Context: an optimization exercise on an open-source flow, tuned for small area, a short achievable clock period and few clock cycles per item. The choices shown serve that exercise and are no tape-out recipe.
Only simulation tests tie the RTL to the original design; equivalence was not proved.

v6:
// sw_top
module sw_top #(
    parameter int NUM_REF   = 64,
    parameter int NUM_QUERY = 32
)
(
    input  logic                             clk,
    input  logic                             reset,
    input  logic                             valid_i,
    input  logic [1:0]                       data_ref_i,
    input  logic [1:0]                       data_query_i,
    output logic                             finish_o,
    output logic signed [7:0]                max_o,
    output logic [$clog2(NUM_REF + 1)-1:0]   pos_ref_o,
    output logic [$clog2(NUM_QUERY + 1)-1:0] pos_query_o
);
    logic                   valid_q;
    logic [1:0]             ref_q;
    logic [1:0]             query_q;
    logic                   clear;
    logic [7*NUM_QUERY-1:0] h_all;
    logic [NUM_QUERY-1:0]   cell_valid;
    logic [6:0]             h_last_next;
    logic                   last_cell;
    sw_ctrl #(
        .NUM_REF   (NUM_REF),
        .NUM_QUERY (NUM_QUERY)
    ) u_ctrl (
        .clk           (clk),
        .reset         (reset),
        .valid_i       (valid_i),
        .data_ref_i    (data_ref_i),
        .data_query_i  (data_query_i),
        .first_valid_i (cell_valid[0]),
        .last_valid_i  (cell_valid[NUM_QUERY-2]),
        .last_prev_i   (cell_valid[NUM_QUERY-3]),
        .valid_o       (valid_q),
        .ref_o         (ref_q),
        .query_o       (query_q),
        .clear_o       (clear),
  ...
For scale: about 4300 cells after synthesis, roughly 29 I/O pins.
Settings: LEC_CHECK=0, CAP_MARGIN=20, CORE_MARGIN=2, CORE_UTILIZATION=60, CTS_BUF_LIST=sky130_fd_sc_hd__clkbuf_16, CTS_CLUSTER_DIAMETER=70, CTS_CLUSTER_SIZE=30, SLEW_MARGIN=20; clock period 55.0 ns.
standard.sh (not shown) runs the stock make flow with config.mk's settings and CLKGATE_MAP_FILE= SYNTH_SCRIPT=/design/flow/synth_recipe.tcl, a recipe that flattens the netlist after the stock synthesis.
==> flow/flow/run.sh <==
#!/bin/bash
# Layout flow: the standard flow (standard.sh), with an area-oriented
# technology mapping in synthesis and plain buffers on the ports.
#  - arithmetic is left to ABC: no Kogge-Stone carry map and no separate
#    half/full adder extraction;
#  - the port buffers are sky130_fd_sc_hd__buf_4.
# Registers, their names and cell types are those of the standard synthesis.
set -euo pipefail
W=$(pwd)
SCR=$W/orfs_scripts
rm -rf "$SCR"
mkdir -p "$SCR"
cp -r "$FLOW_HOME/scripts/." "$SCR/"
cp "$W/flow/abc_area.script" "$SCR/abc_area.script"

KNOBS=(SCRIPTS_DIR="$SCR" ABC_AREA=1 ADDER_MAP_FILE= SYNTH_OPERATIONS_ARGS=-nofsm
       "BUFFER_PORTS_ARGS=-buffer_cell sky130_fd_sc_hd__buf_4")

bash standard.sh "${KNOBS[@]}" synth > "$W/synth.log" 2>&1
bash standard.sh "${KNOBS[@]}" finish > "$W/layout.log" 2>&1
==> flow/flow/abc_area.script <==
&get -n
&st
&dch -f
&nf -R 1000
&put
topo
v6 | status: complete | timing, DRC, antenna: pass
Testbench counts of v6, summed over its fixed seeds: cycles 30,720, items 320.
Relative to v6, the following input files were edited for v7:
diff --git a/flow/config.mk b/flow/config.mk
--- a/flow/config.mk
+++ b/flow/config.mk
@@ -8,7 +8,4 @@
 export CAP_MARGIN = 20
 export CORE_MARGIN = 2
-export CORE_UTILIZATION = 60
-export CTS_BUF_LIST = sky130_fd_sc_hd__clkbuf_16
-export CTS_CLUSTER_DIAMETER = 70
-export CTS_CLUSTER_SIZE = 30
+export CORE_UTILIZATION = 40
 export SLEW_MARGIN = 20
--- outcome ---
- Diff v6 -> v7: non-clock buffer count now sits higher, synthesis-to-layout area growth went up by 4.0 points.
- [compare] base=v6 new=v7: design area moved up; number of buffers created by CTS went up by 24; number of placement rows higher.

========
the baseline:
sw_top, a different RTL version from the one above (not shown whole).
Size: ~520 flip-flops, ~29 I/O pins, about 0.043 mm2 of cells after synthesis.
clock: 55.0 ns
lec_check: 0
cap_margin: 20
core_margin: 2
core_utilization: 40
slew_margin: 20
run.sh (not shown) runs the stock make flow with config.mk's settings and CLKGATE_MAP_FILE= SYNTH_SCRIPT=/design/flow/synth_recipe.tcl, a recipe that flattens the netlist after the stock synthesis.
Stock flow here: none of the scripts above is used.
Testbench counts of the baseline, summed over its fixed seeds: cycles 30,720, items 320.
Input-level comparison between the candidate and the baseline:
==> flow/flow/run.sh (new file) <==
#!/bin/bash
# Layout flow: the standard flow (standard.sh), with an area-oriented
# technology mapping in synthesis and plain buffers on the ports.
#  - arithmetic is left to ABC: no Kogge-Stone carry map and no separate
#    half/full adder extraction;
#  - the port buffers are sky130_fd_sc_hd__buf_4.
# Registers, their names and cell types are those of the standard synthesis.
set -euo pipefail
W=$(pwd)
SCR=$W/orfs_scripts
rm -rf "$SCR"
mkdir -p "$SCR"
cp -r "$FLOW_HOME/scripts/." "$SCR/"
cp "$W/flow/abc_area.script" "$SCR/abc_area.script"

KNOBS=(SCRIPTS_DIR="$SCR" ABC_AREA=1 ADDER_MAP_FILE= SYNTH_OPERATIONS_ARGS=-nofsm
       "BUFFER_PORTS_ARGS=-buffer_cell sky130_fd_sc_hd__buf_4")

bash standard.sh "${KNOBS[@]}" synth > "$W/synth.log" 2>&1
bash standard.sh "${KNOBS[@]}" finish > "$W/layout.log" 2>&1
==> flow/flow/abc_area.script (new file) <==
&get -n
&st
&dch -f
&nf -R 1000
&put
topo
==> flow/standard.sh (new file) <==
#!/bin/bash
# synth_recipe.tcl (not shown) runs the flow's synth.tcl, then flattens the netlist and writes it again
# the make line also repeats each setting of config.mk as NAME=value (left out here)
make -C /OpenROAD-flow-scripts/flow DESIGN_CONFIG=/design/flow/config.mk WORK_HOME=/design/flow/orfs CLKGATE_MAP_FILE= SYNTH_SCRIPT=/design/flow/synth_recipe.tcl "${@:-finish}"
removed: flow/run.sh
Findings:
Summary — share of cell area taken by multi-input logic gates, the candidate relative to the baseline: lower, by 2.1 points.
The instance count after placement with tap cells included of the candidate falls short of that of the baseline by about 8%.
Diff the baseline -> the candidate | final RePlAce weighted congestion | down slightly

-- static timing again, ports no longer ideal --
The results above use ideal ports. As a check the final layouts listed here were re-extracted and re-timed, cells and wires unchanged. Step 1: set_driving_cell puts a clkbuf_16 on clk and a buf_2 on each other input, an assumption about the parent block. Step 2 also shifts input and output timing later by t, the mid clock arrival at the registers, as if the neighbouring blocks saw the same clock. a / b / c = ideal ports / drivers / drivers and shift; a / b = the first two.
run | t (ns) | setup slack, ns | worst setup path at the end | cell pins on the clock port's net
v6 | 0.641 | 42.928 / 42.869 / 43.261 | input, reset recovery | 1
v7 | 0.700 | 42.757 / 42.690 / 43.334 | input, reset recovery | 1
the baseline | 0.708 | 42.426 / 42.356 / 42.875 | input, reset recovery | 1
the candidate | 0.703 | 42.641 / 42.574 / 42.770 | register to register | 1
After both steps setup and hold are still met in every run listed. The worst setup slack also covers recovery checks on asynchronous resets.
